Background: an optimization exercise with open tools, aiming at small area and a short achievable clock period. Do not read the settings as production practice.
Only simulation tests tie the RTL to the original design; equivalence was not proved.
The flow treats the clock pin as an ideal source, which a real chip does not have.

Design gbf_port_arbiter, start of the top module:
module gbf_port_arbiter
#(
    parameter  int WIDTH  = 32,
    parameter  int HEIGHT = 48,
    parameter  int N_REQ  = 8,
    localparam int AW     = $clog2(HEIGHT)
) (
    input  logic                     clk,
    input  logic                     rst_n,
    input  logic [N_REQ-1:0]         req_valid,
    input  logic [N_REQ-1:0]         req_we,
    input  logic [N_REQ*AW-1:0]      req_addr,
    input  logic [N_REQ*WIDTH-1:0]   req_wdata,
    output logic [N_REQ-1:0]         req_ready,
    output logic [N_REQ-1:0]         rsp_valid,
    output logic [N_REQ*WIDTH-1:0]   rsp_rdata,
    output logic [gbf_pkg::NUM_PORTS-1:0]     ram_we,
    output logic [gbf_pkg::NUM_PORTS*AW-1:0]  ram_addr,
    output logic [gbf_pkg::NUM_PORTS*WIDTH-1:0] ram_data,
    input  logic [gbf_pkg::NUM_PORTS*WIDTH-1:0] ram_q,
    output logic [15:0]              conflict_cnt
);
Size in the first run: roughly 3,100 cells after synthesis.
clock: 26.0 ns
lec_check: 0
cap_margin: 20
core_margin: 2
core_utilization: 38
slew_margin: 20
standard.sh (not shown) runs the stock make flow with config.mk's settings and CLKGATE_MAP_FILE= SYNTH_SCRIPT=/design/flow/synth_recipe.tcl, a recipe that flattens the netlist after the stock synthesis.
==> flow/flow/run.sh <==
#!/bin/bash
# Standard ORFS layout with three changes to how it is made:
#  - port buffers are plain sky130 buf_1 cells instead of the delay cells buffer_ports picks;
#  - I/O pins may sit on adjacent routing tracks, so ~900 pins fit around a smaller die;
#  - repair_timing aims for extra setup slack, so it sizes the critical paths.
set -euo pipefail
bash standard.sh \
  "BUFFER_PORTS_ARGS=-buffer_cell sky130_fd_sc_hd__buf_1" \
  "PLACE_PINS_ARGS=-min_distance 1 -min_distance_in_tracks" \
  "SETUP_SLACK_MARGIN=14" \
  finish > standard.log 2>&1
The baseline stopped in global routing (5_1_grt).
Change:
--- a/flow/flow/run.sh
+++ b/flow/flow/run.sh
@@ -8,4 +8,4 @@
   "BUFFER_PORTS_ARGS=-buffer_cell sky130_fd_sc_hd__buf_1" \
   "PLACE_PINS_ARGS=-min_distance 1 -min_distance_in_tracks" \
-  "SETUP_SLACK_MARGIN=14" \
+  "SETUP_SLACK_MARGIN=10" \
   finish > standard.log 2>&1
CORE_UTILIZATION = 50   (was 38)
=> The new run did not get past global routing (5_1_grt). Area after synthesis is unchanged. Synthesized cell count stays the same.

* * *

v46:
gbf_port_arbiter again, from the RTL that the note above started with.
Settings: LEC_CHECK=0, CAP_MARGIN=20, CORE_MARGIN=2, CORE_UTILIZATION=55, SLEW_MARGIN=20; clock period 26.0 ns.
==> flow/flow/run.sh <==
#!/bin/bash
# Standard ORFS layout, with the port buffers made as plain sky130 buf_1 cells instead of the
# delay-cell buffers buffer_ports picks by default.
set -euo pipefail
bash standard.sh "BUFFER_PORTS_ARGS=-buffer_cell sky130_fd_sc_hd__buf_1" finish > standard.log 2>&1
v46 failed in I/O pin placement (3_2_place_iop) with PPL-0024.
## Diff of input files: v6 against v46
Settings: CORE_UTILIZATION changed from 55 to 25; ABC_AREA newly set to 1.
==> flow/flow/run.sh <==
#!/bin/bash
# Standard ORFS layout with two changes to how it is made:
#  - port buffers are plain sky130 buf_1 cells instead of the delay cells buffer_ports picks;
#  - after CTS, flow/post_cts.tcl runs repair_timing aiming ~1.2 ns above the current worst
#    slack, so the critical paths get sized (the design's constraints are unchanged).
set -euo pipefail
bash standard.sh \
  "BUFFER_PORTS_ARGS=-buffer_cell sky130_fd_sc_hd__buf_1" \
  "POST_CTS_TCL=$PWD/flow/post_cts.tcl" \
  finish > standard.log 2>&1
==> flow/flow/post_cts.tcl (new file) <==
# Size the critical paths after CTS: aim a little above the slack the placement has now.
estimate_parasitics -placement
set ws [expr {[sta::worst_slack_cmd max] * 1e9}]
set target [expr {$ws + 1.2}]
puts "post-CTS sizing: worst slack $ws, target $target"
repair_timing -setup -setup_margin $target -repair_tns 100 -verbose
detailed_placement
check_placement -verbose
estimate_parasitics -placement
puts "post-CTS sizing done: worst slack [expr {[sta::worst_slack_cmd max] * 1e9}]"
report_design_area
==> comparison <==
- Comparing v46 and v6, the one run not ending clean was v46.
- v46 failed in I/O pin placement (3_2_place_iop) with PPL-0024.
- Looking at netlist area before placement, v6 sits above v46.
- v6 against v46: proportion of synthesized area in mux cells held; synthesized netlist net count went up 998; area share of fa/ha/maj cells after synthesis went down 0.32 points.
- Going from v46 to v6, number of distinct library cells after synthesis shrinks by about 50%.
- When the final numbers for v46 and v6 were put side by side, the fraction of the yosys area taken by sequential cells turned out to be greater in v46.
- Against v46 as the reference, v6 delivers a lower initial core utilization.
- Diff v46 -> v6 | fraction of the mapped netlist area in simple logic gates | increase of 6.2 points
[inputs] v42 vs v6
Settings: ABC_AREA removed (was 1); CORE_UTILIZATION changed from 25 to 38.
==> flow/flow/run.sh <==
#!/bin/bash
# Standard ORFS layout with these changes to how it is made:
#  - port buffers are plain sky130 buf_1 cells instead of the delay cells buffer_ports picks;
#  - I/O pins may sit on adjacent routing tracks, so ~900 pins fit around a smaller die;
#  - global routing reserves less of each layer, as the small die needs the tracks.
set -euo pipefail
bash standard.sh \
  "BUFFER_PORTS_ARGS=-buffer_cell sky130_fd_sc_hd__buf_1" \
  "PLACE_PINS_ARGS=-min_distance 1 -min_distance_in_tracks" \
  "ROUTING_LAYER_ADJUSTMENT=0.12" \
  finish > standard.log 2>&1
removed: flow/flow/post_cts.tcl
- Seen in the log of v42: GRT-0116 during global routing (5_1_grt), after which the run never completed.
- The height of the die in v42 is 0.79 times that in v6.
- | area of the mapped netlist | lower: v42 |
- Floorplan die width: v42 lower than v6
- Cmp v6 and v42 / post-synth net total / lower: v42
Relative to v42, the following input files were edited for v2:
Settings: setting ABC_AREA to 1 for the first time; changing CORE_UTILIZATION from 38 to 25.
==> flow/flow/run.sh <==
#!/bin/bash
# Standard ORFS layout with these changes to how it is made:
#  - port buffers are plain sky130 buf_1 cells instead of the delay cells buffer_ports picks;
#  - CTS inserts no dummy loads;
#  - after CTS, flow/post_cts.tcl runs repair_timing aiming 1.3 ns above the current worst
#    slack, so the critical paths get sized (the design's constraints are unchanged).
set -euo pipefail
bash standard.sh \
  "BUFFER_PORTS_ARGS=-buffer_cell sky130_fd_sc_hd__buf_1" \
  "CTS_ARGS=-sink_clustering_enable -repair_clock_nets -dont_use_dummy_load" \
  "POST_CTS_TCL=$PWD/flow/post_cts.tcl" \
  finish > standard.log 2>&1
==> flow/flow/post_cts.tcl (new file) <==
# Size the critical paths after CTS: aim 1.3 ns above the slack the placement has now.
estimate_parasitics -placement
set ws [expr {[sta::worst_slack_cmd max] * 1e9}]
set target [expr {$ws + 1.3}]
puts "post-CTS sizing: worst slack $ws, target $target"
repair_timing -setup -setup_margin $target -repair_tns 100 -verbose
detailed_placement
check_placement -verbose
estimate_parasitics -placement
puts "post-CTS sizing done: worst slack [expr {[sta::worst_slack_cmd max] * 1e9}]"
report_design_area
--- outcome ---
v2: done, clean on timing, DRC and antenna
v2 reports a higher number of instances in the synthesized netlist than v42 does.
Weighted congestion reported at the end of routability-driven placement, v2 vs v42: up slightly
v2 ended up with a higher net count of the mapped netlist than v42 did.
Between v42 and v2, number of distinct library cells after synthesis decreased.

==> port drivers added, routing unchanged <==
In the flow no input, the clock included, has a driving cell. The finished layouts below were timed again as built, in two steps.
Step 1 sets driving cells, clkbuf_16 on the clock port and buf_2 on the other inputs (assumed; they add their load-dependent delay and slew).
Step 2 times the ports against the registers' clock, not the clock port: input delays grow and output delays shrink by t, the midpoint of the rising clock arrivals with the driver on.
Three values: ideal, step 1, step 2; two values: the first two.
run	shift t [ns]	setup WS [ns]	hold WS [ns]	worst register clock-pin slew, ns
v6	0.573	11.417 / 11.325 / 11.325	0.587 / 0.587 / 0.587	0.10 / 0.10
v2	0.564	11.503 / 11.382 / 11.382	0.590 / 0.590 / 0.590	0.09 / 0.09
After both steps every run listed still meets setup and hold. For v2, which loses most, drivers alone change the setup slack by -0.121 ns; drivers and shift together by -0.121 ns.
